What follows belongs to an exercise in optimizing a design on an open flow for small area; a production flow would make more cautious choices. In this exercise RTL edits were held to simulation tests only and were not proved equivalent to the original.

### design/flow/config.mk
export PLATFORM = sky130hd
export DESIGN_NAME = segmental_snr_meter
export DESIGN_NICKNAME = segmental_snr_meter
export VERILOG_FILES = /design/flow/design.v
export SDC_FILE = /design/flow/constraint.sdc
export NUM_CORES = 4
export LEC_CHECK = 0
export CAP_MARGIN = 20
export CORE_MARGIN = 2
export CORE_UTILIZATION = 40
export SLEW_MARGIN = 20
### design/flow/constraint.sdc
create_clock -name core_clock -period 15.0 [get_ports {clk}]
set_input_delay 3.0000 -clock core_clock [delete_from_list [all_inputs] [get_ports {clk}]]
set_output_delay 3.0000 -clock core_clock [all_outputs]
set_load 0.01 [all_outputs]
### design/flow/design.v
package ssnr_pkg;
	localparam int unsigned DbPerLog2Q16 = 197283;
	localparam int unsigned FrameLenReset = 160;
endpackage
module ssnr_sq17 (
	input  logic [16:0] v,
	output logic [31:0] q
);
	wire p1 = v[0] & v[1];
	wire p2 = v[0] & v[2];
	wire p3 = v[0] & v[3];
	wire p4 = v[0] & v[4];
	wire p5 = v[0] & v[5];
	wire p6 = v[0] & v[6];
	wire p7 = v[0] & v[7];
	wire p8 = v[0] & v[8];
	wire p9 = v[0] & v[9];
	wire p10 = v[0] & v[10];
	wire p11 = v[0] & v[11];
	wire p12 = v[0] & v[12];
	wire p13 = v[0] & v[13];
	wire p14 = v[0] & v[14];
	wire p15 = v[0] & v[15];
	wire p16 = v[1] & v[2];
	wire p17 = v[1] & v[3];
	wire p18 = v[1] & v[4];
	wire p19 = v[1] & v[5];
	wire p20 = v[1] & v[6];
	wire p21 = v[1] & v[7];
	wire p22 = v[1] & v[8];
	wire p23 = v[1] & v[9];
	wire p24 = v[1] & v[10];
	wire p25 = v[1] & v[11];
	wire p26 = v[1] & v[12];
	wire p27 = v[1] & v[13];
	wire p28 = v[1] & v[14];
	wire p29 = v[1] & v[15];
	wire p30 = v[2] & v[3];
	wire p31 = v[2] & v[4];
	wire p32 = v[2] & v[5];
	wire p33 = v[2] & v[6];
	wire p34 = v[2] & v[7];
	wire p35 = v[2] & v[8];
	wire p36 = v[2] & v[9];
	wire p37 = v[2] & v[10];
	wire p38 = v[2] & v[11];
	wire p39 = v[2] & v[12];
	wire p40 = v[2] & v[13];
	wire p41 = v[2] & v[14];
	wire p42 = v[2] & v[15];
	wire p43 = v[3] & v[4];
	wire p44 = v[3] & v[5];
	wire p45 = v[3] & v[6];
	wire p46 = v[3] & v[7];
	wire p47 = v[3] & v[8];
	wire p48 = v[3] & v[9];
	wire p49 = v[3] & v[10];
	wire p50 = v[3] & v[11];
	wire p51 = v[3] & v[12];
	wire p52 = v[3] & v[13];
	wire p53 = v[3] & v[14];
	wire p54 = v[3] & v[15];
	wire p55 = v[4] & v[5];
	wire p56 = v[4] & v[6];
	wire p57 = v[4] & v[7];
	wire p58 = v[4] & v[8];
	wire p59 = v[4] & v[9];
	wire p60 = v[4] & v[10];
	wire p61 = v[4] & v[11];
	wire p62 = v[4] & v[12];
	wire p63 = v[4] & v[13];
	wire p64 = v[4] & v[14];
	wire p65 = v[4] & v[15];
	wire p66 = v[5] & v[6];
	wire p67 = v[5] & v[7];
	wire p68 = v[5] & v[8];
	wire p69 = v[5] & v[9];
	wire p70 = v[5] & v[10];
	wire p71 = v[5] & v[11];
	wire p72 = v[5] & v[12];
	wire p73 = v[5] & v[13];
	wire p74 = v[5] & v[14];
	wire p75 = v[5] & v[15];
	wire p76 = v[6] & v[7];
	wire p77 = v[6] & v[8];
	wire p78 = v[6] & v[9];
	wire p79 = v[6] & v[10];
	wire p80 = v[6] & v[11];
	wire p81 = v[6] & v[12];
	wire p82 = v[6] & v[13];
	wire p83 = v[6] & v[14];
	wire p84 = v[6] & v[15];
	wire p85 = v[7] & v[8];
	wire p86 = v[7] & v[9];
	wire p87 = v[7] & v[10];
	wire p88 = v[7] & v[11];
	wire p89 = v[7] & v[12];
	wire p90 = v[7] & v[13];
	wire p91 = v[7] & v[14];
	wire p92 = v[7] & v[15];
	wire p93 = v[8] & v[9];
	wire p94 = v[8] & v[10];
	wire p95 = v[8] & v[11];
	wire p96 = v[8] & v[12];
	wire p97 = v[8] & v[13];
	wire p98 = v[8] & v[14];
	wire p99 = v[8] & v[15];
	wire p100 = v[9] & v[10];
	wire p101 = v[9] & v[11];
	wire p102 = v[9] & v[12];
	wire p103 = v[9] & v[13];
	wire p104 = v[9] & v[14];
	wire p105 = v[9] & v[15];
	wire p106 = v[10] & v[11];
	wire p107 = v[10] & v[12];
	wire p108 = v[10] & v[13];
	wire p109 = v[10] & v[14];
	wire p110 = v[10] & v[15];
	wire p111 = v[11] & v[12];
	wire p112 = v[11] & v[13];
	wire p113 = v[11] & v[14];
	wire p114 = v[11] & v[15];
	wire p115 = v[12] & v[13];
	wire p116 = v[12] & v[14];
	wire p117 = v[12] & v[15];
	wire p118 = v[13] & v[14];
	wire p119 = v[13] & v[15];
	wire p120 = v[14] & v[15];
	wire p121 = ~(v[16] & v[0]);
	wire p122 = ~(v[16] & v[1]);
	wire p123 = ~(v[16] & v[2]);
	wire p124 = ~(v[16] & v[3]);
	wire p125 = ~(v[16] & v[4]);
	wire p126 = ~(v[16] & v[5]);
	wire p127 = ~(v[16] & v[6]);
	wire p128 = ~(v[16] & v[7]);
	wire p129 = ~(v[16] & v[8]);
	wire p130 = ~(v[16] & v[9]);
	wire p131 = ~(v[16] & v[10]);
	wire p132 = ~(v[16] & v[11]);
	wire p133 = ~(v[16] & v[12]);
	wire p134 = ~(v[16] & v[13]);
	wire p135 = ~(v[16] & v[14]);
	wire s136 = p11 ^ p24;
	wire c137 = p11 & p24;
	wire s138 = p12 ^ p25;
	wire c139 = p12 & p25;
	wire s140 = p13 ^ p26 ^ p38;
	wire c141 = (p13 & p26) | (p13 & p38) | (p26 & p38);
	wire s142 = p49 ^ p59;
	wire c143 = p49 & p59;
	wire s144 = p14 ^ p27 ^ p39;
	wire c145 = (p14 & p27) | (p14 & p39) | (p27 & p39);
	wire s146 = p50 ^ p60;
	wire c147 = p50 & p60;
	wire s148 = p15 ^ p28 ^ p40;
	wire c149 = (p15 & p28) | (p15 & p40) | (p28 & p40);
	wire s150 = p51 ^ p61 ^ p70;
	wire c151 = (p51 & p61) | (p51 & p70) | (p61 & p70);
	wire s152 = p78 ^ p85;
	wire c153 = p78 & p85;
	wire s154 = p29 ^ p41 ^ p52;
	wire c155 = (p29 & p41) | (p29 & p52) | (p41 & p52);
	wire s156 = p62 ^ p71 ^ p79;
	wire c157 = (p62 & p71) | (p62 & p79) | (p71 & p79);
	wire s158 = p86 ^ p121 ^ 1'b1;
	wire c159 = (p86 & p121) | (p86 & 1'b1) | (p121 & 1'b1);
	wire s160 = p42 ^ p53 ^ p63;
	wire c161 = (p42 & p53) | (p42 & p63) | (p53 & p63);
	wire s162 = p72 ^ p80 ^ p87;
	wire c163 = (p72 & p80) | (p72 & p87) | (p80 & p87);
	wire s164 = p93 ^ v[9] ^ p122;
	wire c165 = (p93 & v[9]) | (p93 & p122) | (v[9] & p122);
	wire s166 = p54 ^ p64 ^ p73;
	wire c167 = (p54 & p64) | (p54 & p73) | (p64 & p73);
	wire s168 = p81 ^ p88 ^ p94;
	wire c169 = (p81 & p88) | (p81 & p94) | (p88 & p94);
	wire s170 = p65 ^ p74 ^ p82;
	wire c171 = (p65 & p74) | (p65 & p82) | (p74 & p82);
	wire s172 = p89 ^ p95 ^ p100;
	wire c173 = (p89 & p95) | (p89 & p100) | (p95 & p100);
	wire s174 = p75 ^ p83 ^ p90;
	wire c175 = (p75 & p83) | (p75 & p90) | (p83 & p90);
	wire s176 = p84 ^ p91 ^ p97;
	wire c177 = (p84 & p91) | (p84 & p97) | (p91 & p97);
	wire s178 = p7 ^ p20;
	wire c179 = p7 & p20;
	wire s180 = p8 ^ p21;
	wire c181 = p8 & p21;
	wire s182 = p9 ^ p22 ^ p34;
	wire c183 = (p9 & p22) | (p9 & p34) | (p22 & p34);
	wire s184 = p45 ^ p55;
	wire c185 = p45 & p55;
	wire s186 = p10 ^ p23 ^ p35;
	wire c187 = (p10 & p23) | (p10 & p35) | (p23 & p35);
	wire s188 = p46 ^ p56;
	wire c189 = p46 & p56;
	wire s190 = s136 ^ p36 ^ p47;
	wire c191 = (s136 & p36) | (s136 & p47) | (p36 & p47);
	wire s192 = p57 ^ p66 ^ v[6];
	wire c193 = (p57 & p66) | (p57 & v[6]) | (p66 & v[6]);
	wire s194 = c137 ^ s138 ^ p37;
	wire c195 = (c137 & s138) | (c137 & p37) | (s138 & p37);
	wire s196 = p48 ^ p58 ^ p67;
	wire c197 = (p48 & p58) | (p48 & p67) | (p58 & p67);
	wire s198 = c139 ^ s140 ^ s142;
	wire c199 = (c139 & s140) | (c139 & s142) | (s140 & s142);
	wire s200 = p68 ^ p76 ^ v[7];
	wire c201 = (p68 & p76) | (p68 & v[7]) | (p76 & v[7]);
	wire s202 = c141 ^ c143 ^ s144;
	wire c203 = (c141 & c143) | (c141 & s144) | (c143 & s144);
	wire s204 = s146 ^ p69 ^ p77;
	wire c205 = (s146 & p69) | (s146 & p77) | (p69 & p77);
	wire s206 = c145 ^ c147 ^ s148;
	wire c207 = (c145 & c147) | (c145 & s148) | (c147 & s148);
	wire s208 = s150 ^ s152 ^ v[8];
	wire c209 = (s150 & s152) | (s150 & v[8]) | (s152 & v[8]);
	wire s210 = c149 ^ c151 ^ c153;
	wire c211 = (c149 & c151) | (c149 & c153) | (c151 & c153);
	wire s212 = s154 ^ s156 ^ s158;
	wire c213 = (s154 & s156) | (s154 & s158) | (s156 & s158);
	wire s214 = c155 ^ c157 ^ c159;
	wire c215 = (c155 & c157) | (c155 & c159) | (c157 & c159);
	wire s216 = s160 ^ s162 ^ s164;
	wire c217 = (s160 & s162) | (s160 & s164) | (s162 & s164);
	wire s218 = c161 ^ c163 ^ c165;
	wire c219 = (c161 & c163) | (c161 & c165) | (c163 & c165);
	wire s220 = s166 ^ s168 ^ p123;
	wire c221 = (s166 & s168) | (s166 & p123) | (s168 & p123);
	wire s222 = c167 ^ c169 ^ s170;
	wire c223 = (c167 & c169) | (c167 & s170) | (c169 & s170);
	wire s224 = s172 ^ v[10] ^ p124;
	wire c225 = (s172 & v[10]) | (s172 & p124) | (v[10] & p124);
	wire s226 = c171 ^ c173 ^ s174;
	wire c227 = (c171 & c173) | (c171 & s174) | (c173 & s174);
	wire s228 = p96 ^ p101 ^ p125;
	wire c229 = (p96 & p101) | (p96 & p125) | (p101 & p125);
	wire s230 = c175 ^ s176 ^ p102;
	wire c231 = (c175 & s176) | (c175 & p102) | (s176 & p102);
	wire s232 = p106 ^ v[11] ^ p126;
	wire c233 = (p106 & v[11]) | (p106 & p126) | (v[11] & p126);
	wire s234 = c177 ^ p92 ^ p98;
	wire c235 = (c177 & p92) | (c177 & p98) | (p92 & p98);
	wire s236 = p103 ^ p107 ^ p127;
	wire c237 = (p103 & p107) | (p103 & p127) | (p107 & p127);
	wire s238 = p99 ^ p104 ^ p108;
	wire c239 = (p99 & p104) | (p99 & p108) | (p104 & p108);
	wire s240 = p111 ^ v[12] ^ p128;
	wire c241 = (p111 & v[12]) | (p111 & p128) | (v[12] & p128);
	wire s242 = p105 ^ p109 ^ p112;
	wire c243 = (p105 & p109) | (p105 & p112) | (p109 & p112);
	wire s244 = p110 ^ p113 ^ p115;
	wire c245 = (p110 & p113) | (p110 & p115) | (p113 & p115);
	wire s246 = p5 ^ p18;
	wire c247 = p5 & p18;
	wire s248 = p6 ^ p19;
	wire c249 = p6 & p19;
	wire s250 = s178 ^ p32 ^ p43;
	wire c251 = (s178 & p32) | (s178 & p43) | (p32 & p43);
	wire s252 = c179 ^ s180 ^ p33;
	wire c253 = (c179 & s180) | (c179 & p33) | (s180 & p33);
	wire s254 = c181 ^ s182 ^ s184;
	wire c255 = (c181 & s182) | (c181 & s184) | (s182 & s184);
	wire s256 = c183 ^ c185 ^ s186;
	wire c257 = (c183 & c185) | (c183 & s186) | (c185 & s186);
	wire s258 = c187 ^ c189 ^ s190;
	wire c259 = (c187 & c189) | (c187 & s190) | (c189 & s190);
	wire s260 = c191 ^ c193 ^ s194;
	wire c261 = (c191 & c193) | (c191 & s194) | (c193 & s194);
	wire s262 = c195 ^ c197 ^ s198;
	wire c263 = (c195 & c197) | (c195 & s198) | (c197 & s198);
	wire s264 = c199 ^ c201 ^ s202;
	wire c265 = (c199 & c201) | (c199 & s202) | (c201 & s202);
	wire s266 = c203 ^ c205 ^ s206;
	wire c267 = (c203 & c205) | (c203 & s206) | (c205 & s206);
	wire s268 = c207 ^ c209 ^ s210;
	wire c269 = (c207 & c209) | (c207 & s210) | (c209 & s210);
	wire s270 = c211 ^ c213 ^ s214;
	wire c271 = (c211 & c213) | (c211 & s214) | (c213 & s214);
	wire s272 = c215 ^ c217 ^ s218;
	wire c273 = (c215 & c217) | (c215 & s218) | (c217 & s218);
	wire s274 = c219 ^ c221 ^ s222;
	wire c275 = (c219 & c221) | (c219 & s222) | (c221 & s222);
	wire s276 = c223 ^ c225 ^ s226;
	wire c277 = (c223 & c225) | (c223 & s226) | (c225 & s226);
	wire s278 = c227 ^ c229 ^ s230;
	wire c279 = (c227 & c229) | (c227 & s230) | (c229 & s230);
	wire s280 = c231 ^ c233 ^ s234;
	wire c281 = (c231 & c233) | (c231 & s234) | (c233 & s234);
	wire s282 = c235 ^ c237 ^ s238;
	wire c283 = (c235 & c237) | (c235 & s238) | (c237 & s238);
	wire s284 = c239 ^ c241 ^ s242;
	wire c285 = (c239 & c241) | (c239 & s242) | (c241 & s242);
	wire s286 = c243 ^ s244 ^ v[13];
	wire c287 = (c243 & s244) | (c243 & v[13]) | (s244 & v[13]);
	wire s288 = c245 ^ p114 ^ p116;
	wire c289 = (c245 & p114) | (c245 & p116) | (p114 & p116);
	wire s290 = p117 ^ p118 ^ v[14];
	wire c291 = (p117 & p118) | (p117 & v[14]) | (p118 & v[14]);
	wire s292 = p3 ^ p16;
	wire c293 = p3 & p16;
	wire s294 = p4 ^ p17;
	wire c295 = p4 & p17;
	wire s296 = s246 ^ p30 ^ v[3];
	wire c297 = (s246 & p30) | (s246 & v[3]) | (p30 & v[3]);
	wire s298 = c247 ^ s248 ^ p31;
	wire c299 = (c247 & s248) | (c247 & p31) | (s248 & p31);
	wire s300 = c249 ^ s250 ^ v[4];
	wire c301 = (c249 & s250) | (c249 & v[4]) | (s250 & v[4]);
	wire s302 = c251 ^ s252 ^ p44;
	wire c303 = (c251 & s252) | (c251 & p44) | (s252 & p44);
	wire s304 = c253 ^ s254 ^ v[5];
	wire c305 = (c253 & s254) | (c253 & v[5]) | (s254 & v[5]);
	wire s306 = c255 ^ s256 ^ s188;
	wire c307 = (c255 & s256) | (c255 & s188) | (s256 & s188);
	wire s308 = c257 ^ s258 ^ s192;
	wire c309 = (c257 & s258) | (c257 & s192) | (s258 & s192);
	wire s310 = c259 ^ s260 ^ s196;
	wire c311 = (c259 & s260) | (c259 & s196) | (s260 & s196);
	wire s312 = c261 ^ s262 ^ s200;
	wire c313 = (c261 & s262) | (c261 & s200) | (s262 & s200);
	wire s314 = c263 ^ s264 ^ s204;
	wire c315 = (c263 & s264) | (c263 & s204) | (s264 & s204);
	wire s316 = c265 ^ s266 ^ s208;
	wire c317 = (c265 & s266) | (c265 & s208) | (s266 & s208);
	wire s318 = c267 ^ s268 ^ s212;
	wire c319 = (c267 & s268) | (c267 & s212) | (s268 & s212);
	wire s320 = c269 ^ s270 ^ s216;
	wire c321 = (c269 & s270) | (c269 & s216) | (s270 & s216);
	wire s322 = c271 ^ s272 ^ s220;
	wire c323 = (c271 & s272) | (c271 & s220) | (s272 & s220);
	wire s324 = c273 ^ s274 ^ s224;
	wire c325 = (c273 & s274) | (c273 & s224) | (s274 & s224);
	wire s326 = c275 ^ s276 ^ s228;
	wire c327 = (c275 & s276) | (c275 & s228) | (s276 & s228);
	wire s328 = c277 ^ s278 ^ s232;
	wire c329 = (c277 & s278) | (c277 & s232) | (s278 & s232);
	wire s330 = c279 ^ s280 ^ s236;
	wire c331 = (c279 & s280) | (c279 & s236) | (s280 & s236);
	wire s332 = c281 ^ s282 ^ s240;
	wire c333 = (c281 & s282) | (c281 & s240) | (s282 & s240);
	wire s334 = c283 ^ s284 ^ p129;
	wire c335 = (c283 & s284) | (c283 & p129) | (s284 & p129);
	wire s336 = c285 ^ s286 ^ p130;
	wire c337 = (c285 & s286) | (c285 & p130) | (s286 & p130);
	wire s338 = c287 ^ s288 ^ p131;
	wire c339 = (c287 & s288) | (c287 & p131) | (s288 & p131);
	wire s340 = c289 ^ s290 ^ p132;
	wire c341 = (c289 & s290) | (c289 & p132) | (s290 & p132);
	wire s342 = c291 ^ p119 ^ p133;
	wire c343 = (c291 & p119) | (c291 & p133) | (p119 & p133);
	wire s344 = p120 ^ v[15] ^ p134;
	wire c345 = (p120 & v[15]) | (p120 & p134) | (v[15] & p134);
	wire s346 = p1 ^ v[1];
	wire c347 = p1 & v[1];
	wire s348 = p2 ^ c347;
	wire c349 = p2 & c347;
	wire s350 = s292 ^ v[2] ^ c349;
	wire c351 = (s292 & v[2]) | (s292 & c349) | (v[2] & c349);
	wire s352 = c293 ^ s294 ^ c351;
	wire c353 = (c293 & s294) | (c293 & c351) | (s294 & c351);
	wire s354 = c295 ^ s296 ^ c353;
	wire c355 = (c295 & s296) | (c295 & c353) | (s296 & c353);
	wire s356 = c297 ^ s298 ^ c355;
	wire c357 = (c297 & s298) | (c297 & c355) | (s298 & c355);
	wire s358 = c299 ^ s300 ^ c357;
	wire c359 = (c299 & s300) | (c299 & c357) | (s300 & c357);
	wire s360 = c301 ^ s302 ^ c359;
	wire c361 = (c301 & s302) | (c301 & c359) | (s302 & c359);
	wire s362 = c303 ^ s304 ^ c361;
	wire c363 = (c303 & s304) | (c303 & c361) | (s304 & c361);
	wire s364 = c305 ^ s306 ^ c363;
	wire c365 = (c305 & s306) | (c305 & c363) | (s306 & c363);
	wire s366 = c307 ^ s308 ^ c365;
	wire c367 = (c307 & s308) | (c307 & c365) | (s308 & c365);
	wire s368 = c309 ^ s310 ^ c367;
	wire c369 = (c309 & s310) | (c309 & c367) | (s310 & c367);
	wire s370 = c311 ^ s312 ^ c369;
	wire c371 = (c311 & s312) | (c311 & c369) | (s312 & c369);
	wire s372 = c313 ^ s314 ^ c371;
	wire c373 = (c313 & s314) | (c313 & c371) | (s314 & c371);
	wire s374 = c315 ^ s316 ^ c373;
	wire c375 = (c315 & s316) | (c315 & c373) | (s316 & c373);
	wire s376 = c317 ^ s318 ^ c375;
	wire c377 = (c317 & s318) | (c317 & c375) | (s318 & c375);
	wire s378 = c319 ^ s320 ^ c377;
	wire c379 = (c319 & s320) | (c319 & c377) | (s320 & c377);
	wire s380 = c321 ^ s322 ^ c379;
	wire c381 = (c321 & s322) | (c321 & c379) | (s322 & c379);
	wire s382 = c323 ^ s324 ^ c381;
	wire c383 = (c323 & s324) | (c323 & c381) | (s324 & c381);
	wire s384 = c325 ^ s326 ^ c383;
	wire c385 = (c325 & s326) | (c325 & c383) | (s326 & c383);
	wire s386 = c327 ^ s328 ^ c385;
	wire c387 = (c327 & s328) | (c327 & c385) | (s328 & c385);
	wire s388 = c329 ^ s330 ^ c387;
	wire c389 = (c329 & s330) | (c329 & c387) | (s330 & c387);
	wire s390 = c331 ^ s332 ^ c389;
	wire c391 = (c331 & s332) | (c331 & c389) | (s332 & c389);
	wire s392 = c333 ^ s334 ^ c391;
	wire c393 = (c333 & s334) | (c333 & c391) | (s334 & c391);
	wire s394 = c335 ^ s336 ^ c393;
	wire c395 = (c335 & s336) | (c335 & c393) | (s336 & c393);
	wire s396 = c337 ^ s338 ^ c395;
	wire c397 = (c337 & s338) | (c337 & c395) | (s338 & c395);
	wire s398 = c339 ^ s340 ^ c397;
	wire c399 = (c339 & s340) | (c339 & c397) | (s340 & c397);
	wire s400 = c341 ^ s342 ^ c399;
	wire c401 = (c341 & s342) | (c341 & c399) | (s342 & c399);
	wire s402 = c343 ^ s344 ^ c401;
	wire c403 = (c343 & s344) | (c343 & c401) | (s344 & c401);
	wire s404 = c345 ^ p135 ^ c403;
	wire c405 = (c345 & p135) | (c345 & c403) | (p135 & c403);
	assign q = {s404, s402, s400, s398, s396, s394, s392, s390, s388, s386, s384, s382, s380, s378, s376, s374, s372, s370, s368, s366, s364, s362, s360, s358, s356, s354, s352, s350, s348, s346, 1'b0, v[0]};
endmodule
module ssnr_add52 (
	input  logic [51:0] a,
	input  logic [51:0] b,
	input  logic        cin,
	output logic [51:0] s
);
	localparam int SEG = 13;
	localparam int NSEG = (52 + SEG - 1) / SEG;
	logic [52:0] c0;        
	logic [51:0] s0;        
	logic [51:0] pre;       
	logic [NSEG:0] cs;      
	genvar i, g;
	generate
		for (i = 0; i < 52; i++) begin : g_bit
			logic ci;
			if (i == 0) begin : g_c0
				assign ci = cin;
			end else if (i % SEG == 0) begin : g_cs
				assign ci = 1'b0;
			end else begin : g_cr
				assign ci = c0[i];
			end
			assign s0[i]   = a[i] ^ b[i] ^ ci;
			assign c0[i+1] = (a[i] & b[i]) | (a[i] & ci) | (b[i] & ci);
			if (i % SEG == 0) begin : g_p0
				assign pre[i] = 1'b1;
			end else begin : g_pn
				assign pre[i] = pre[i-1] & s0[i-1];
			end
			if (i < SEG) begin : g_first
				assign s[i] = s0[i];
			end else begin : g_inc
				assign s[i] = s0[i] ^ (cs[i / SEG] & pre[i]);
			end
		end
		assign cs[0] = cin;
		assign cs[1] = c0[SEG];
		for (g = 2; g <= NSEG; g++) begin : g_seg
			localparam int TOP = (g * SEG > 52) ? 51 : g * SEG - 1;
			assign cs[g] = c0[TOP+1] | (cs[g-1] & pre[TOP] & s0[TOP]);
		end
	endgenerate
	assign c0[0] = 1'b0;
endmodule
module segmental_snr_meter
#(
	parameter int MAX_FRAME_LENGTH = 4096
) (
	input  logic        clk,
	input  logic        arst_n,
	input  logic        s_axis_tvalid,
	output logic        s_axis_tready,
	input  logic [31:0] s_axis_tdata,   
	input  logic        s_axis_tlast,
	output logic        m_axis_tvalid,
	input  logic        m_axis_tready,
	output logic [31:0] m_axis_tdata,   
	output logic [1:0]  m_axis_tuser,   
	input  logic        cfg_valid,
	output logic        cfg_ready,
	input  logic [12:0] cfg_data
);
	localparam logic [17:0] CMul = 18'(ssnr_pkg::DbPerLog2Q16);
	localparam logic [4:0] S_IDLE  = 5'd0;
	localparam logic [4:0] S_FS    = 5'd1;
	localparam logic [4:0] S_FE    = 5'd2;
	localparam logic [4:0] S_LOGN  = 5'd3;
	localparam logic [4:0] S_LOGI  = 5'd4;
	localparam logic [4:0] S_LOADE = 5'd5;
	localparam logic [4:0] S_RATIO = 5'd6;
	localparam logic [4:0] S_DIFF  = 5'd7;
	localparam logic [4:0] S_MUL   = 5'd8;
	localparam logic [4:0] S_RND   = 5'd9;
	localparam logic [4:0] S_DADD  = 5'd10;
	localparam logic [4:0] S_NINC  = 5'd11;
	localparam logic [4:0] S_TS    = 5'd12;
	localparam logic [4:0] S_SNR   = 5'd13;
	localparam logic [4:0] S_SEG0  = 5'd14;
	localparam logic [4:0] S_DX1   = 5'd15;
	localparam logic [4:0] S_DX2   = 5'd16;
	localparam logic [4:0] S_DIV   = 5'd17;
	localparam logic [4:0] S_SEG   = 5'd18;
	localparam logic [4:0] S_OUT   = 5'd19;
	localparam logic [4:0] S_SAVE  = 5'd20;
	localparam logic [2:0] A_ZERO = 3'd0;
	localparam logic [2:0] A_R    = 3'd1;
	localparam logic [2:0] A_SQ0  = 3'd2;
	localparam logic [2:0] A_SQ20 = 3'd3;
	localparam logic [2:0] A_KFR  = 3'd4;
	localparam logic [2:0] A_E    = 3'd5;
	localparam logic [2:0] A_RSH  = 3'd6;
	localparam logic [3:0] B_ZERO  = 4'd0;
	localparam logic [3:0] B_SQ0   = 4'd1;
	localparam logic [3:0] B_SQ4   = 4'd2;
	localparam logic [3:0] B_SQH4  = 4'd3;
	localparam logic [3:0] B_S     = 4'd4;
	localparam logic [3:0] B_FE    = 4'd5;
	localparam logic [3:0] B_D     = 4'd6;
	localparam logic [3:0] B_NL    = 4'd7;
	localparam logic [3:0] B_N     = 4'd8;
	localparam logic [3:0] B_CONST = 4'd9;
	localparam logic [3:0] B_Q16   = 4'd10;
	logic [4:0]  st;
	logic        mvalid_q, nfr0, ffirst, stopf, a1, b1, c1, sat;
	logic [11:0] lm1, pos;
	logic [1:0]  which;
	logic [2:0]  ph;
	logic [4:0]  cnt;
	logic        lastq, closeq, osat, segv, zs, ze, qp, negd;
	logic [51:0] r_q;
	logic [43:0] fe_q;
	logic [50:0] s_q;
	logic [51:0] e_q;
	logic [36:0] d_q;
	logic [20:0] n_q;
	logic [5:0]  k_q;
	logic [15:0] fr_q;
	logic [16:0] op_q;
	logic [31:0] sq_q;
	logic [31:0] sq_d;
	ssnr_sq17 u_sq (.v(op_q), .q(sq_d));
	logic [15:0] hh, ll;
	assign hh = r_q[51:36];
	assign ll = r_q[35:20];
	logic        start_a;
	logic [16:0] opa, opb, op_d;
	logic        op_en;
	assign start_a = (st == S_IDLE) && s_axis_tvalid && !mvalid_q && !a1 && !stopf;
	always_comb begin
		opa   = {s_axis_tdata[15], s_axis_tdata[15:0]};
		opb   = '0;
		op_en = 1'b1;
		if (st == S_IDLE) begin
			if (a1) opb = {s_axis_tdata[31], s_axis_tdata[31:16]};
		end else if (st == S_LOGI) begin
			op_en = (ph <= 3'd2);
			opa   = (ph == 3'd2) ? {1'b0, ll} : {1'b0, hh};
			if (ph == 3'd1) opb = {1'b0, ll};
		end
	end
	assign op_d = opa - opb;
	logic [2:0]  asel;
	logic [3:0]  bsel;
	logic        binv, cin;
	logic [51:0] cval;
	logic [51:0] aa, bb, alu;
	logic        spec;
	logic [51:0] specval;
	assign spec = zs || ze;
	assign specval = (zs && ze) ? 52'd0 : (ze ? 52'd32767 : {{36{1'b1}}, 16'h8000});
	always_comb begin
		unique case (asel)
			A_R:     aa = r_q;
			A_SQ0:   aa = {20'd0, sq_q};
			A_SQ20:  aa = {sq_q, 20'd0};
			A_KFR:   aa = {30'd0, k_q, fr_q};
			A_E:     aa = e_q;
			A_RSH:   aa = {15'd0, {18{r_q[43]}}, r_q[43:25]};
			default: aa = '0;
		endcase
		unique case (bsel)
			B_SQ0:   bb = {20'd0, sq_q};
			B_SQ4:   bb = {16'd0, sq_q, 4'd0};
			B_SQH4:  bb = {32'd0, sq_q[31:16], 4'd0};
			B_S:     bb = {1'b0, s_q};
			B_FE:    bb = {8'd0, fe_q};
			B_D:     bb = {{15{d_q[36]}}, d_q};
			B_NL:    bb = {15'd0, n_q, 16'd0};
			B_N:     bb = {31'd0, n_q};
			B_CONST: bb = cval;
			B_Q16:   bb = {36'd0, r_q[15:0]};
			default: bb = '0;
		endcase
	end
	ssnr_add52 u_add (.a(aa), .b(bb ^ {52{binv}}), .cin(cin), .s(alu));
	logic        wr_r, wr_fe, wr_s, wr_e, wr_d, wr_n;
	logic [1:0]  rsh;        
	logic        qbit;
	logic        r_zero;
	logic        rovf;
	logic        cbit;
	assign r_zero = (r_q == '0);
	assign rovf   = !((r_q[43:40] == '0) || (r_q[43:40] == '1));
	assign cbit   = CMul[cnt];
	always_comb begin
		asel  = A_ZERO;
		bsel  = B_ZERO;
		binv  = 1'b0;
		cin   = 1'b0;
		cval  = '0;
		wr_r  = 1'b0;
		wr_fe = 1'b0;
		wr_s  = 1'b0;
		wr_e  = 1'b0;
		wr_d  = 1'b0;
		wr_n  = 1'b0;
		rsh   = 2'd0;
		qbit  = 1'b0;
		unique case (st)
			S_IDLE: begin
				if (b1) begin
					asel = ffirst ? A_ZERO : A_R;
					bsel = B_SQ0;
					wr_r = 1'b1;
				end else if (c1) begin
					asel  = A_SQ0;
					bsel  = ffirst ? B_ZERO : B_FE;
					wr_fe = 1'b1;
				end
			end
			S_FS: begin
				asel = A_R;
				bsel = nfr0 ? B_ZERO : B_S;
				wr_s = 1'b1;
			end
			S_FE: begin
				asel = nfr0 ? A_ZERO : A_E;
				bsel = B_FE;
				wr_e = 1'b1;
			end
			S_LOGN: begin
				asel = A_R;
				if (!r_zero && !r_q[51]) begin
					wr_r = 1'b1;
					rsh  = (r_q[51:44] == '0) ? 2'd2 : 2'd1;
				end
			end
			S_LOGI: begin
				unique case (ph)
					3'd2: begin asel = A_SQ20; bsel = B_SQ4; wr_r = 1'b1; end
					3'd3: begin asel = A_R; bsel = B_SQ4; binv = 1'b1; cin = 1'b1; wr_r = 1'b1; end
					3'd4: begin asel = A_R; bsel = B_SQ4; wr_r = 1'b1; end
					3'd5: begin asel = A_R; bsel = B_SQH4; wr_r = 1'b1; rsh = alu[51] ? 2'd0 : 2'd1; end
					default: ;
				endcase
			end
			S_LOADE: begin
				asel = (which == 2'd0 || nfr0) ? A_ZERO : A_E;
				bsel = (which == 2'd0 || !ffirst) ? B_FE : B_ZERO;
				wr_r = 1'b1;
			end
			S_RATIO: begin
				bsel = B_CONST;
				cval = {specval[26:0], 25'd0};
				wr_r = spec;
			end
			S_SAVE: begin
				asel  = A_KFR;
				wr_fe = 1'b1;
			end
			S_DIFF: begin
				asel  = A_KFR;
				bsel  = B_FE;
				binv  = 1'b1;
				cin   = 1'b1;
				wr_fe = 1'b1;
			end
			S_MUL: begin
				asel = (cnt == 5'd17) ? A_ZERO : A_R;
				bsel = cbit ? B_FE : B_ZERO;
				binv = cbit;
				cin  = cbit;
				wr_r = 1'b1;
				rsh  = 2'd1;
			end
			S_RND: begin
				asel = A_R;
				bsel = B_CONST;
				cval = r_q[43] ? 52'd16777214 : 52'd16777216;
				wr_r = 1'b1;
			end
			S_DADD: begin
				asel = A_RSH;
				bsel = nfr0 ? B_ZERO : B_D;
				wr_d = 1'b1;
			end
			S_NINC: begin
				bsel = nfr0 ? B_ZERO : B_N;
				cin  = 1'b1;
				wr_n = 1'b1;
			end
			S_TS: begin
				asel = ffirst ? A_ZERO : A_R;
				bsel = nfr0 ? B_ZERO : B_S;
				wr_r = 1'b1;
			end
			S_SNR: begin
				asel  = rovf ? A_ZERO : A_RSH;
				bsel  = rovf ? B_CONST : B_ZERO;
				cval  = r_q[43] ? {{36{1'b1}}, 16'h8000} : 52'd32767;
				wr_fe = 1'b1;
			end
			S_SEG0: begin
				wr_r = 1'b1;
			end
			S_DX1: begin
				bsel = B_D;
				binv = d_q[36];
				cin  = d_q[36];
				wr_r = 1'b1;
				rsh  = 2'd1;
			end
			S_DX2: begin
				asel = A_R;
				bsel = B_N;
				wr_r = 1'b1;
			end
			S_DIV: begin
				asel = A_R;
				bsel = B_NL;
				binv = qp;
				cin  = qp;
				wr_r = 1'b1;
				rsh  = 2'd1;
				qbit = !alu[51];
			end
			S_SEG: begin
				bsel = r_q[15] ? B_CONST : B_Q16;
				cval = negd ? {{36{1'b1}}, 16'h8000} : 52'd32767;
				binv = !r_q[15] && negd;
				cin  = !r_q[15] && negd;
				wr_r = 1'b1;
			end
			default: ;
		endcase
	end
	always_ff @(posedge clk or negedge arst_n) begin
		if (!arst_n) begin
			st       <= S_IDLE;
			mvalid_q <= 1'b0;
			nfr0     <= 1'b1;
			ffirst   <= 1'b1;
			stopf    <= 1'b0;
			a1       <= 1'b0;
			b1       <= 1'b0;
			c1       <= 1'b0;
			sat      <= 1'b0;
			lm1      <= 12'(ssnr_pkg::FrameLenReset - 1);
			pos      <= '0;
		end else begin
			a1 <= start_a;
			b1 <= a1 && s_axis_tvalid;
			c1 <= b1;
			if (mvalid_q && m_axis_tready) mvalid_q <= 1'b0;
			if (cfg_valid && cfg_ready) begin
				if (cfg_data == 13'd0) lm1 <= 12'd0;
				else if (cfg_data > 13'd4096) lm1 <= 12'd4095;
				else lm1 <= 12'(cfg_data - 13'd1);
			end
			if (a1 && s_axis_tvalid) begin
				if (pos == lm1) pos <= '0;
				else pos <= pos + 12'd1;
				if (pos == lm1 || s_axis_tlast) stopf <= 1'b1;
			end
			unique case (st)
				S_IDLE: if (c1) begin
					ffirst <= 1'b0;
					if (stopf) st <= closeq ? S_FS : S_TS;
				end
				S_FS:  st <= S_FE;
				S_FE:  st <= S_LOGN;
				S_LOGN: if (r_zero || r_q[51]) begin
					st <= r_zero ? (which[0] ? S_RATIO : S_LOADE) : S_LOGI;
				end
				S_LOGI: if (ph == 3'd5 && cnt == 5'd15) st <= which[0] ? S_RATIO : S_LOADE;
				S_LOADE: st <= S_SAVE;
				S_SAVE:  st <= S_LOGN;
				S_RATIO: st <= spec ? (which[1] ? S_SNR : S_DADD) : S_DIFF;
				S_DIFF: st <= S_MUL;
				S_MUL:  if (cnt == 5'd0) st <= S_RND;
				S_RND:  st <= which[1] ? S_SNR : S_DADD;
				S_DADD: begin
					st  <= S_NINC;
					sat <= sat || spec;
				end
				S_NINC: begin
					nfr0   <= 1'b0;
					ffirst <= 1'b1;
					if (lastq) st <= S_TS;
					else begin
						st    <= S_IDLE;
						stopf <= 1'b0;
					end
				end
				S_TS:   st <= S_LOGN;
				S_SNR:  st <= nfr0 ? S_SEG0 : S_DX1;
				S_SEG0: st <= S_OUT;
				S_DX1:  st <= S_DX2;
				S_DX2:  st <= S_DIV;
				S_DIV:  if (cnt == 5'd15) st <= S_SEG;
				S_SEG:  st <= S_OUT;
				S_OUT: begin
					st       <= S_IDLE;
					mvalid_q <= 1'b1;
					nfr0     <= 1'b1;
					ffirst   <= 1'b1;
					stopf    <= 1'b0;
					sat      <= 1'b0;
					pos      <= '0;
				end
				default: st <= S_IDLE;
			endcase
		end
	end
	always_ff @(posedge clk) begin
		if (op_en) op_q <= op_d;
		sq_q <= sq_d;
		if (wr_r) begin
			unique case (rsh)
				2'd1:    r_q <= {alu[50:0], qbit};
				2'd2:    r_q <= {alu[43:0], 8'd0};
				default: r_q <= alu;
			endcase
		end
		if (wr_fe) fe_q <= alu[43:0];
		if (wr_s)  s_q  <= alu[50:0];
		if (wr_e)  e_q  <= alu;
		if (wr_d)  d_q  <= alu[36:0];
		if (wr_n)  n_q  <= alu[20:0];
		if (a1 && s_axis_tvalid) begin
			lastq  <= s_axis_tlast;
			closeq <= (pos == lm1);
		end
		unique case (st)
			S_FS: begin
				zs <= 1'b0;
				ze <= 1'b0;
			end
			S_FE: begin
				which <= 2'd0;
				k_q   <= 6'd51;
			end
			S_LOGN: begin
				if (r_zero) begin
					if (which[0]) ze <= 1'b1;
					else zs <= 1'b1;
				end else if (!r_q[51]) begin
					k_q <= k_q - ((r_q[51:44] == '0) ? 6'd8 : 6'd1);
				end else begin
					ph  <= 3'd0;
					cnt <= 5'd0;
				end
			end
			S_LOGI: begin
				if (ph == 3'd5) begin
					ph   <= 3'd0;
					cnt  <= cnt + 5'd1;
					fr_q <= {fr_q[14:0], alu[51]};
				end else begin
					ph <= ph + 3'd1;
				end
			end
			S_SAVE: begin
				which <= which + 2'd1;
				k_q   <= 6'd51;
			end
			S_DIFF: cnt <= 5'd17;
			S_MUL:  cnt <= cnt - 5'd1;
			S_TS: begin
				zs    <= 1'b0;
				ze    <= 1'b0;
				which <= 2'd2;
				k_q   <= 6'd51;
			end
			S_SNR: osat <= sat || spec;
			S_SEG0: segv <= 1'b0;
			S_DX1: negd <= d_q[36];
			S_DX2: begin
				qp  <= 1'b1;
				cnt <= 5'd0;
			end
			S_DIV: begin
				qp  <= !alu[51];
				cnt <= cnt + 5'd1;
			end
			S_SEG: segv <= 1'b1;
			default: ;
		endcase
	end
	assign s_axis_tready = a1;
	assign cfg_ready     = (st == S_IDLE) && !a1 && !b1 && !c1 && !stopf;
	assign m_axis_tvalid = mvalid_q;
	assign m_axis_tdata  = {r_q[15:0], fe_q[15:0]};
	assign m_axis_tuser  = {osat, segv};
endmodule
### design/flow/run.sh
#!/bin/bash
# synth_recipe.tcl (not shown) runs the flow's synth.tcl, then flattens the netlist and writes it again
# the make line also repeats each setting of config.mk as NAME=value (left out here)
make -C /OpenROAD-flow-scripts/flow DESIGN_CONFIG=/design/flow/config.mk WORK_HOME=/design/flow/orfs CLKGATE_MAP_FILE= SYNTH_SCRIPT=/design/flow/synth_recipe.tcl finish
==> impl_metrics.ini, run 1 <==
[cts]
path_clk_slew_ns = 0.07
cts_resized = 0
hold_buffers = 0
cts_sinks = 382
htree_num_levels = 2
insertion_delay_ns = 0.58
cts_buffers = 43
cts_buffer_depth = 3
root_buffer = clkbuf_16
post_cts_buffers = 0
cts_tree = done

[logic_synthesis]
synthAdderAreaFrac = 0.1627
synth_seq_area_share = 0.4459
synth_top_family_by_area = adder cells
syn-cell-area_sq_um = 24640
synth_xor_xnor_area_share = 0.04815
synth-seq-cells = 382
yosysUniqueCellTypes = 76
postSynthCellCount = 2254
syn_nets = 2527
ys_async_sr_fraction = 0.09686
synth_edf_count = 314
synth_ff_type = edfxtp_1
synth-simple-area-share = 0.1292
synthMuxAreaShare = 0.008278
syn_area_per_cell_sq_um = 10.93
synth_compound_area_frac = 0.1462
ys_warn_count = 1

[placed_design]
dp_hpwl_mm = 59.92
io_buffers = 87
place.gp.congestion = 0.9435

[floorplan]
ios = 88
num_rows = 90
start_util = 0.4067
dieWidth_um = 252.2
dieArea_sq_um = 63590
core_sq_um = 60580
die_y_um = 252.2

[global_routing]
grt_pass1_vias = 18903
grt_antenna_before_repair = 0
grt_max_degree = 53
grt_pass1_wl_mm = 124.3
gr-total-overflow = 0
track_usage = 0.2634

[critical_path]
required_ns = 15.40
worst-path-buf-inv = 4
end_kind = flop
worstSetupStartpointType = flop
path_common_cell = fa_1
arrival_ns = 14.21
crit_family = adder cells
r2r_cells = 42
critPathMaxFanout = 21
crit_path_max_incr_delay_ns = 0.87
crit_type = reg -> reg
cp.depth = 42
crit_slowest_cell = nor4_1

[route]
drt_wl_total_mm = 83.79
dr_total_vias = 18969
routedWlPerCell_um = 27.10
postRouteAntennaNets = 0
dr.pass1.iters = 7
drt_iter0_markers = 2767
drc = 0
viasPerCell = 6.135

[sta]
finalHoldViolations = 0
fin_crit_ns = 13.80
setup_viol = 0
worst_slew_pin_slew_ns = 1.068
slew_headroom = 0.2832
timing.hold.ws_ns = 0.4708
fin_crit_sh = 0.9201
tns_ns = 0
finalMaxSlewViolations = 0
fmaxAchievable_mhz = 72.45
finClkSkew_ns = 0.02733
rsz0062_at_grt = false

[cells_and_area]
fillCellCount = 5528
drive_above_1_share = 0.07662
syn2layout_area_growth_pct = 12.41
final_core_util = 0.4571
n_antenna_cell = 0
finalNetCount = 2549

[hold_path]
holdPathStages = 0
hold_class = reg -> reg

[run_status]
status = timing/DRC/antenna clean

[job]
drv_cap = 0
==> layout make-up <==
type,instances,area [sq um],area share
Clock inverter,25,331.6,0.01197
Clock buffer,54,1200,0.04333
Tap cell,782,978.4,0.03533
Inverter,180,675.6,0.02440
Sequential cell,382,10990,0.3967
Multi-Input combinational cell,1528,12250,0.4424
Timing Repair Buffer,141,1271,0.04590
==> stage by stage <==
stage | area, sq um | std cells | worst slack (ns)
final | 27690 | 3092 | 1.198
after global routing | 27690 | 3092 | 0.5146
after CTS | 27690 | 3092 | 1.383
after detailed placement | 26160 | 3013 | 1.457
after global placement | 26160 | 3013 | 1.657
after floorplan | 24640 | 2254 | 3.022
==> per-layer routing <==
layer,vias to the layer above,GRT usage,part of all wire,wire length [um]
met4,0,0.09451,0.037,3061
li1,8146,-,-,-
met5,-,0,0,0
met1,9451,0.3606,0.40,33290
met2,1168,0.4111,0.45,37840
met3,204,0.05953,0.11,9599
==> registers in the layout (all words and copies together), names as in the netlist, 12 cells and up <==
signal / count
fe_q: 44
e_q: 52
d_q: 37
op_q: 17
pos: 12
r_q: 52
n_q: 21
sq_q: 31
lm1: 12
fr_q: 16
s_q: 51
==> cell families after synthesis <==
kind of cell	count (synthesis)
and+or+nand+nor	648
AOI/OAI and AO/OA	502
DFF	382
buffers and inverters	344
adders and majority gates	225
xor gates and xnor gates	133
muxes	20
==> path summary, 6_finish.rpt <==
kind | startpoint | endpoint | slack [ns]
max in group asynchronous | arst_n | lm1[8] | 11.86
hold reg to reg | fr_q[2] | fr_q[3] | 0.47
hold / removal | fr_q[2] | fr_q[3] | 0.47
setup reg to reg | r_q[43] | r_q[35] | 1.20
min in group asynchronous | arst_n | st[4] | 2.57
setup / recovery | r_q[43] | r_q[35] | 1.20
==> cell usage in the layout (no fill, tap or decap), types with 9 or more instances in the layout <==
master           count
edfxtp_1           314
nand2_1            265
inv_1              177
fa_1               160
a22oi_1            136
o21ai_0            105
xnor2_1             96
and2_1              88
clkdlybuf4s50_1     86
nor2_1              64
nand3_1             62
ha_1                61
a21oi_1             58
buf_4               54
clkbuf_16           45
a222oi_1            43
xor2_1              35
a221oi_1            32
dfxtp_1             31
dfrtp_1             29
nand4_1             26
a211oi_1            24
nor2b_1             22
nor3_1              21
a221o_1             19
nor4_1              18
a21o_1              18
mux2i_1             17
nand2b_1            16
and3_1              14
a31oi_1             10
a22o_1               9
==> synthesized netlist by cell type, types with 29 or more instances <==
library cell | count | area [sq um]
xnor2_1 | 96 | 840.8
nor2_1 | 70 | 262.8
a222oi_1 | 43 | 430.4
nand2_1 | 265 | 994.7
xor2_1 | 35 | 306.5
inv_1 | 177 | 664.4
and2_1 | 89 | 556.8
o21ai_0 | 105 | 525.5
fa_1 | 160 | 3203
a221oi_1 | 32 | 280.3
buf_4 | 38 | 285.3
edfxtp_1 | 314 | 9429
clkbuf_1 | 93 | 349.1
dfxtp_1 | 31 | 620.6
dfrtp_1 | 29 | 725.7
ha_1 | 62 | 775.7
a21oi_1 | 59 | 295.3
a22oi_1 | 136 | 1021
nand3_1 | 62 | 310.3
==> inputs of run 2 (changes only) <==
--- a/design/flow/design.v
+++ b/design/flow/design.v
@@ -515,7 +515,6 @@
 	localparam logic [3:0] B_NL    = 4'd7;
 	localparam logic [3:0] B_N     = 4'd8;
 	localparam logic [3:0] B_CONST = 4'd9;
-	localparam logic [3:0] B_Q16   = 4'd10;
 	logic [4:0]  st;
 	logic        mvalid_q, nfr0, ffirst, stopf, a1, b1, c1, sat;
 	logic [11:0] lm1, pos;
@@ -580,11 +579,10 @@
 			B_SQH4:  bb = {32'd0, sq_q[31:16], 4'd0};
 			B_S:     bb = {1'b0, s_q};
 			B_FE:    bb = {8'd0, fe_q};
-			B_D:     bb = {{15{d_q[36]}}, d_q};
+			B_D:     bb = {11'd0, {4{d_q[36]}}, d_q};    
 			B_NL:    bb = {15'd0, n_q, 16'd0};
 			B_N:     bb = {31'd0, n_q};
 			B_CONST: bb = cval;
-			B_Q16:   bb = {36'd0, r_q[15:0]};
 			default: bb = '0;
 		endcase
 	end
@@ -728,13 +726,16 @@
 				cin  = qp;
 				wr_r = 1'b1;
 				rsh  = 2'd1;
-				qbit = !alu[51];
+				qbit = !alu[40] ^ negd;
 			end
 			S_SEG: begin
-				bsel = r_q[15] ? B_CONST : B_Q16;
-				cval = negd ? {{36{1'b1}}, 16'h8000} : 52'd32767;
-				binv = !r_q[15] && negd;
-				cin  = !r_q[15] && negd;
+				if (r_q[15] ^ negd) begin
+					bsel = B_CONST;
+					cval = negd ? {{36{1'b1}}, 16'h8000} : 52'd32767;
+				end else begin
+					asel = A_R;
+					cin  = negd;
+				end
 				wr_r = 1'b1;
 			end
 			default: ;
@@ -886,7 +887,7 @@
 				cnt <= 5'd0;
 			end
 			S_DIV: begin
-				qp  <= !alu[51];
+				qp  <= !alu[40];
 				cnt <= cnt + 5'd1;
 			end
 			S_SEG: segv <= 1'b1;
==> run 2 against run 1 <==
Effect of this change:
- via count rose by 3.0%
- final cell count is 5.2% higher
- synthesized cell count grew 3.6%
- clock skew shrank 0.013 ns
- worst hold slack got worse by 0.016 ns
- sequential share of layout area shrank 1.1 points
- register-to-register slack got worse by 0.38 ns
- flip-flop and latch count did not move
==> impl_metrics.ini, run 2 <==
[cts]
cts_tree = done
root_buffer = clkbuf_16
cts_sinks = 382
cts_buffers = 46
cts_resized = 0
path_clk_slew_ns = 0.07
hold_buffers = 0
cts_buffer_depth = 3
insertion_delay_ns = 0.59
post_cts_buffers = 0
htree_num_levels = 2

[route]
dr.pass1.iters = 6
drt_iter0_markers = 2557
postRouteAntennaNets = 0
routedWlPerCell_um = 26.25
viasPerCell = 6.007
dr_total_vias = 19535
drc = 0
drt_wl_total_mm = 85.37

[logic_synthesis]
ys_async_sr_fraction = 0.09686
postSynthCellCount = 2336
syn_area_per_cell_sq_um = 10.83
synth_edf_count = 314
yosysUniqueCellTypes = 96
yosysTopAreaCell = edfxtp_1
synth_seq_area_share = 0.4342
syn-cell-area_sq_um = 25300
synthTopCellsByCount = nand2_1 (327), edfxtp_1 (314), inv_1 (168), fa_1 (160), and2_1 (109)
synth_top_area_frac = 0.3727
synthMostInstantiatedCell = nand2_1
synth-seq-cells = 382
synth_ff_type = edfxtp_1
ys_warn_count = 1
syn_nets = 2612
synth_area_leaders = edfxtp_1 (37%), fa_1 (13%), nand2_1 (4.9%), ha_1 (3.2%), a22oi_1 (3.0%)

[floorplan]
num_rows = 92
core_sq_um = 62850
dieWidth_um = 255.5
start_util = 0.4025
ios = 88
dieArea_sq_um = 65270
die_y_um = 255.5

[global_routing]
grt_pass1_wl_mm = 128.1
grtUsageMet2 = 0.3976
gr-total-overflow = 0
use_met3 = 0.04950
grt_pass1_vias = 19554
use_met1 = 0.3615
grt_antenna_before_repair = 0
grt_busiest_layer = met2
track_usage = 0.2600
grt_max_degree = 53

[cells_and_area]
finalNetCount = 2645
n_antenna_cell = 0
drive_above_1_share = 0.08687
mostFrequentLayoutCell = nand2_1
final_core_util = 0.4533
syn2layout_area_growth_pct = 12.61
layout_common_cells = nand2_1 (326), edfxtp_1 (314), inv_1 (168), fa_1 (160), and2_1 (109)
reg_top3 = e_q: 52 flops, r_q: 52 flops, s_q: 51 flops

[placed_design]
dp_hpwl_mm = 61.71
place.gp.congestion = 0.9481
io_buffers = 87

[sta]
tns_ns = 0
fmaxAchievable_mhz = 70.52
worst_slew_pin_slew_ns = 1.248
finClkSkew_ns = 0.01416
finalHoldViolations = 0
timing.hold.ws_ns = 0.4551
fin_crit_sh = 0.9454
setup_viol = 0
rsz0062_at_grt = false
slew_headroom = 0.1619
finalMaxSlewViolations = 0
fin_crit_ns = 14.18

[hold_path]
hold_class = reg -> reg

[job]
drv_cap = 0

[run_status]
status = timing/DRC/antenna clean

[critical_path]
required_ns = 15.34
arrival_ns = 14.52
critPathMaxFanout = 37
worstSetupStartpointType = flop
crit_type = reg -> reg
crit_slowest_cell = nor4_2
crit_path_max_incr_delay_ns = 0.78
path_common_cell = fa_1
end_kind = flop
[run 2: layout make-up]
type                            count  area [sq um]
Clock buffer                       67          1333
Clock inverter                     18         151.4
Fill cell                        5894         34360
Inverter                          172         648.1
Multi-Input combinational cell   1608         12880
Sequential cell                   382         10990
Tap cell                          846          1059
Timing Repair Buffer              159          1431
[run 2: through the flow]
stage	setup WS, ns	area [sq um]	std cells
3_5_place_dp	1.099	27000	3167
2_1_floorplan	0.7773	25300	2336
5_1_grt	0.2261	28490	3252
3_3_place_gp	1.116	27000	3167
4_1_cts	0.9977	28480	3252
6_report	0.8197	28490	3252
[run 2: kinds of logic after synthesis]
logic type               count (synthesis)  synth area share
buffers and inverters                  346           0.06029
XOR/XNOR                               138           0.04862
AO/OA/AOI/OAI                          481            0.1431
flip-flops                             382            0.4342
AND/OR/NAND/NOR                        738            0.1445
multiplexers                            24          0.009694
adder cells (fa/ha/maj)                227            0.1596
[run 2: critical path: cells and delay by family, from the launching register on]
family,cells,cell delay [ns]
buf+inv,2,0.30
flops,1,0.65
xor+xnor,3,0.72
fa+ha+maj,16,6.89
simple gates,18,3.92
compound gates,5,1.41
[run 2: routing by layer]
layer,share of wire,vias to the layer above
met5,0,-
met4,0.045,0
met3,0.11,229
met2,0.45,1140
met1,0.40,9760
li1,-,8406
[run 2: path summary, 6_finish.rpt]
check,cells past startpoint,to,from,slack [ns]
setup / recovery,44,r_q[0],r_q[43],0.82
hold / removal,0,fr_q[2],fr_q[1],0.46
setup reg to reg,44,r_q[0],r_q[43],0.82
hold reg to reg,0,fr_q[2],fr_q[1],0.46
max in group asynchronous,1,pos[3],arst_n,11.91
min in group asynchronous,1,lm1[11],arst_n,2.53
==> inputs of run 3 (changes only) <==
--- a/design/flow/config.mk
+++ b/design/flow/config.mk
@@ -8,4 +8,5 @@
 export CAP_MARGIN = 20
 export CORE_MARGIN = 2
 export CORE_UTILIZATION = 40
+export CTS_BUF_LIST = sky130_fd_sc_hd__clkbuf_8
 export SLEW_MARGIN = 20
==> run 3 against run 2 <==
Effect of this change:
- non-clock buffer count is the same
- die area unchanged
- global-route usage grew 0.16 points
- first-iteration DRC count is 2.9% higher
- critical path depth is the same
- count of clock-buffer cells in the layout increased by 17
- maximum frequency grew 0.50%
- register-to-register slack improved by 0.07 ns
- wire length is 0.26% higher
- critical endpoint unchanged
- largest cell class unchanged
- highest routed layer unchanged
==> impl_metrics.ini, run 3 <==
[global_routing]
grt_pass1_vias = 19748
gr-total-overflow = 0
grt_max_degree = 53
grt_antenna_before_repair = 1
track_usage = 0.2616
grt_pass1_wl_mm = 128.3

[run_status]
status = timing/DRC/antenna clean

[critical_path]
critPathMaxFanout = 37
worst-path-buf-inv = 2
crit_path_max_incr_delay_ns = 0.77
worstSetupStartpointType = flop
crit_slowest_cell = nor4_2
path_common_cell = fa_1
required_ns = 15.41
end_kind = flop
crit_type = reg -> reg
crit_family = adder cells
arrival_ns = 14.52

[cts]
cts_tree = done
hold_buffers = 0
post_cts_buffers = 0
cts_buffers = 71
root_buffer = clkbuf_8
cts_resized = 0
cts_buffer_depth = 3
htree_num_levels = 3
path_clk_slew_ns = 0.07
cts_sinks = 382
insertion_delay_ns = 0.67

[floorplan]
dieWidth_um = 255.5
start_util = 0.4025
ios = 88
dieArea_sq_um = 65270
num_rows = 92
die_y_um = 255.5
core_sq_um = 62850

[sta]
rsz0062_at_grt = false
setup_viol = 0
worst_slew_pin_slew_ns = 1.258
timing.hold.ws_ns = 0.4324
fmaxAchievable_mhz = 70.87
slew_headroom = 0.1553
finalHoldViolations = 0
tns_ns = 0
fin_crit_sh = 0.9406
finClkSkew_ns = 0.05417
fin_crit_ns = 14.11
finalMaxSlewViolations = 0

[route]
drt_iter0_markers = 2631
routedWlPerCell_um = 25.94
drt_wl_total_mm = 85.59
drc = 0
dr_total_vias = 19655
dr.pass1.iters = 8
postRouteAntennaNets = 0
viasPerCell = 5.956

[cells_and_area]
layout_common_cells = nand2_1 (326), edfxtp_1 (314), inv_1 (193), fa_1 (160), and2_1 (109)
finalNetCount = 2670
fillCellCount = 5938
mostFrequentLayoutCell = nand2_1
reg_top3 = e_q: 52 flops, r_q: 52 flops, s_q: 51 flops
syn2layout_area_growth_pct = 12.53
drive_above_1_share = 0.09710
layout.area.seq_sq_um = 10990
multi_input_area_sq_um = 12880

[logic_synthesis]
syn_nets = 2612
synth_area_leaders = edfxtp_1 (37%), fa_1 (13%), nand2_1 (4.9%), ha_1 (3.2%), a22oi_1 (3.0%)
ys_async_sr_fraction = 0.09686
ys_warn_count = 1
synth_edf_count = 314
yosysUniqueCellTypes = 96
postSynthCellCount = 2336
syn-cell-area_sq_um = 25300
synthMostInstantiatedCell = nand2_1
synth_top_area_frac = 0.3727
synth-seq-cells = 382
yosysTopAreaCell = edfxtp_1
syn_area_per_cell_sq_um = 10.83
synthTopCellsByCount = nand2_1 (327), edfxtp_1 (314), inv_1 (168), fa_1 (160), and2_1 (109)
synth_ff_type = edfxtp_1
synth_seq_area_share = 0.4342

[hold_path]
hold_class = reg -> reg

[placed_design]
place.gp.congestion = 0.9481
dp_hpwl_mm = 61.71
io_buffers = 87

[job]
drv_cap = 0
run 3: cell families after synthesis:
kind of cell             synth area share
multiplexers                     0.009694
adder cells (fa/ha/maj)            0.1596
XOR/XNOR                          0.04862
flip-flops                         0.4342
AND/OR/NAND/NOR                    0.1445
buffers and inverters             0.06029
AO/OA/AOI/OAI                      0.1431
run 3: worst register-to-register path: cells and delay by family, from the launching register on:
family | cells | cell delay, ns
adder cells (fa/ha/maj) | 16 | 6.87
AND/OR/NAND/NOR | 18 | 3.92
AO/OA/AOI/OAI | 5 | 1.39
XOR/XNOR | 3 | 0.71
flip-flops | 1 | 0.65
buffers and inverters | 2 | 0.30
run 3: area by class of cell:
cell class                 count  share of cell area
antenna                        3           0.0002637
clock buffer                  84             0.04061
clock inverter                46             0.01055
inverter                     172             0.02277
multi-input combinational   1608              0.4525
sequential                   382              0.3859
tap                          846             0.03718
timing repair buffer         159             0.05028
run 3: metrics by stage:
step | utilization | setup slack (ns) | instance area, sq um | instances
global route | 0.4529 | 0.1954 | 28460 | 3298
CTS | 0.4527 | 0.9749 | 28450 | 3297
global placement | 0.4295 | 1.116 | 27000 | 3167
finish | 0.4530 | 0.8904 | 28470 | 3300
floorplan | - | 0.7773 | 25300 | 2336
detailed placement | 0.4295 | 1.099 | 27000 | 3167
run 3: path summary, 6_finish.rpt:
check,start,endpoint,slack (ns),cells past startpoint
hold reg to reg,fr_q[1],fr_q[2],0.43,0
min in group asynchronous,arst_n,lm1[11],2.45,1
max in group asynchronous,arst_n,pos[4],11.99,1
hold / removal,fr_q[1],fr_q[2],0.43,0
setup / recovery,r_q[43],r_q[0],0.89,44
setup reg to reg,r_q[43],r_q[0],0.89,44
run 3: per-layer routing:
metal  global-route usage  vias up  share of wire
li1                     -     8464              -
met1               0.3573     9834           0.40
met2               0.3993     1150           0.45
met3              0.05952      207           0.11
met4               0.1142        0          0.042
met5                    0        -              0
==> inputs of run 4 (changes only) <==
--- a/design/flow/config.mk
+++ b/design/flow/config.mk
@@ -8,5 +8,6 @@
 export CAP_MARGIN = 20
 export CORE_MARGIN = 2
 export CORE_UTILIZATION = 40
-export CTS_BUF_LIST = sky130_fd_sc_hd__clkbuf_8
+export CTS_CLUSTER_DIAMETER = 100
+export CTS_CLUSTER_SIZE = 20
 export SLEW_MARGIN = 20
==> run 4 against run 3 <==
Effect of this change:
- register-to-register slack about the same
- via count decreased by 1.2%
- maximum frequency about the same
- global-route usage decreased by 0.39 points
- non-clock buffer count unchanged
- flip-flop and latch count unchanged
- synthesized cell count unchanged
- critical endpoint unchanged
- largest cell class unchanged
- highest routed layer unchanged
==> impl_metrics.ini, run 4 <==
[global_routing]
track_usage = 0.2577
gr-total-overflow = 0
grt_pass1_wl_mm = 127.3
grt_max_degree = 53
grt_pass1_vias = 19280
grt_antenna_before_repair = 0

[sta]
fmaxAchievable_mhz = 70.83
rsz0062_at_grt = false
setup_viol = 0
slew_headroom = 0.1777
finClkSkew_ns = 0.02994
fin_crit_sh = 0.9413
tns_ns = 0
fin_crit_ns = 14.12
finalMaxSlewViolations = 0
finalHoldViolations = 0
worst_slew_pin_slew_ns = 1.225

[floorplan]
num_rows = 92
dieArea_sq_um = 65270
start_util = 0.4025
dieWidth_um = 255.5
ios = 88
die_y_um = 255.5
core_sq_um = 62850

[cts]
cts_sinks = 382
hold_buffers = 0
cts_tree = done
root_buffer = clkbuf_16
post_cts_buffers = 0
cts_buffers = 24
htree_num_levels = 1
path_clk_slew_ns = 0.10
cts_resized = 0
insertion_delay_ns = 0.59
cts_buffer_depth = 3

[job]
drv_cap = 0

[critical_path]
crit_family = adder cells
required_ns = 15.35
end_kind = flop
crit_path_max_incr_delay_ns = 0.75
critPathMaxFanout = 37
r2r_slack_ns = 0.88
worstSetupStartpointType = flop
crit_slowest_cell = nor4_2
path_common_cell = fa_1
worst-path-buf-inv = 2
arrival_ns = 14.47
crit_type = reg -> reg

[run_status]
status = timing/DRC/antenna clean

[logic_synthesis]
yosysUniqueCellTypes = 96
ys_async_sr_fraction = 0.09686
synthMostInstantiatedCell = nand2_1
syn_nets = 2612
synth_ff_type = edfxtp_1
synth-seq-cells = 382
synth_area_leaders = edfxtp_1 (37%), fa_1 (13%), nand2_1 (4.9%), ha_1 (3.2%), a22oi_1 (3.0%)
synth_seq_area_share = 0.4342
yosysTopAreaCell = edfxtp_1
syn-cell-area_sq_um = 25300
ys_warn_count = 1
synth_top_area_frac = 0.3727
syn_area_per_cell_sq_um = 10.83
postSynthCellCount = 2336
synthTopCellsByCount = nand2_1 (327), edfxtp_1 (314), inv_1 (168), fa_1 (160), and2_1 (109)
synth_edf_count = 314

[cells_and_area]
multi_input_area_sq_um = 12880
final_core_util = 0.4417
mostFrequentLayoutCell = nand2_1
fillCellCount = 5943
reg_top3 = e_q: 52 flops, r_q: 52 flops, s_q: 51 flops
drive_above_1_share = 0.07357
layout_common_cells = nand2_1 (326), edfxtp_1 (314), inv_1 (168), fa_1 (160), and2_1 (109)
fin_cells = 3213
layout.area.seq_sq_um = 10990
syn2layout_area_growth_pct = 9.728
finalNetCount = 2623

[route]
dr.pass1.iters = 10
drt_iter0_markers = 2582
drt_wl_total_mm = 84.80
routedWlPerCell_um = 26.39
postRouteAntennaNets = 0
dr_total_vias = 19417
viasPerCell = 6.043
drc = 0

[placed_design]
io_buffers = 87
place.gp.congestion = 0.9481
dp_hpwl_mm = 61.71
dp.cells = 3167

[hold_path]
hold_class = reg -> reg

[power]
run 4: cell counts after synthesis:
No cell type changed its count.
run 4: cell families (layout without fill, tap and decap cells):
| family | Yosys count | in the layout | share of synthesized area |
|---|---|---|---|
| AND/OR/NAND/NOR | 738 | 738 | 0.1445 |
| AO/OA/AOI/OAI | 481 | 481 | 0.1431 |
| flip-flops | 382 | 382 | 0.4342 |
| buffers and inverters | 346 | 375 | 0.06029 |
| adder cells (fa/ha/maj) | 227 | 227 | 0.1596 |
| XOR/XNOR | 138 | 138 | 0.04862 |
| multiplexers | 24 | 24 | 0.009694 |
| other | 0 | 2 | 0 |
run 4: layout make-up:
| type | instances | share of cell area |
|---|---|---|
| sequential | 382 | 0.3957 |
| multi-input combinational | 1608 | 0.4640 |
| clock inverter | 6 | 0.001578 |
| inverter | 172 | 0.02335 |
| timing repair buffer | 159 | 0.05156 |
| tap | 846 | 0.03813 |
| antenna | 2 | 0.0001803 |
| clock buffer | 38 | 0.02542 |
run 4: final timing paths:
path | start | end | cells after the start
setup / recovery | r_q[43] | r_q[0] | 44
hold reg to reg | fr_q[1] | fr_q[2] | 0
min in group asynchronous | arst_n | lm1[10] | 1
setup reg to reg | r_q[43] | r_q[0] | 44
max in group asynchronous | arst_n | st[1] | 1
hold / removal | fr_q[1] | fr_q[2] | 0
run 4: per-layer routing:
layer	global-route usage	vias up	wire length, um
li1	-	8348	-
met1	0.3593	9763	34020
met2	0.3953	1113	37960
met3	0.05099	193	9036
met4	0.1023	0	3780
met5	0	-	0
run 4: worst register-to-register path, delay by kind of cell (launching register included):
family,cells,cell delay [ns]
xor+xnor,3,0.73
buf+inv,2,0.30
simple gates,18,3.91
compound gates,5,1.38
flops,1,0.67
fa+ha+maj,16,6.89
run 4: per-stage QoR:
step | cell area [sq um] | setup WS (ns) | hold WS, ns
finish | 27760 | 0.8811 | 0.4592
global route | 27750 | 0.1680 | 0.4727
CTS | 27750 | 0.9889 | 0.4551
detailed placement | 27000 | 1.099 | 0.4373
global placement | 27000 | 1.116 | 0.4326
floorplan | 25300 | 0.7773 | 0.4273

[afterwards: timing with drivers on the ports]
The flow's constraints put no driver on any port. The routed layouts listed below were extracted and timed again, unchanged, in two steps. Step 1 (the two cells are an assumption about what drives the block):
set clk [get_ports {clk}]
set_driving_cell -lib_cell sky130_fd_sc_hd__clkbuf_16 $clk
set_driving_cell -lib_cell sky130_fd_sc_hd__buf_2 [delete_from_list [all_inputs] $clk]
Step 2, shift: input delay + t, output delay - t, t = (earliest + latest rising clock arrival at the registers) / 2. This alone moves slack from input paths to output paths. a / b / c = no drivers / after step 1 / after step 2; a / b = the first two.
| run | t, ns | setup slack, ns | slew at the worst register clock pin (ns) | worst slew at a driven data input, ns |
|---|---|---|---|---|
| run 1 | 0.621 | 1.198 / 1.198 / 1.198 | 0.07 / 0.07 | 0.06 |
| run 2 | 0.645 | 0.820 / 0.820 / 0.820 | 0.07 / 0.07 | 0.06 |
| run 3 | 0.704 | 0.890 / 0.890 / 0.890 | 0.07 / 0.07 | 0.06 |
| run 4 | 0.638 | 0.881 / 0.881 / 0.881 | 0.10 / 0.10 | 0.06 |
After both steps setup and hold are still met in every run listed.
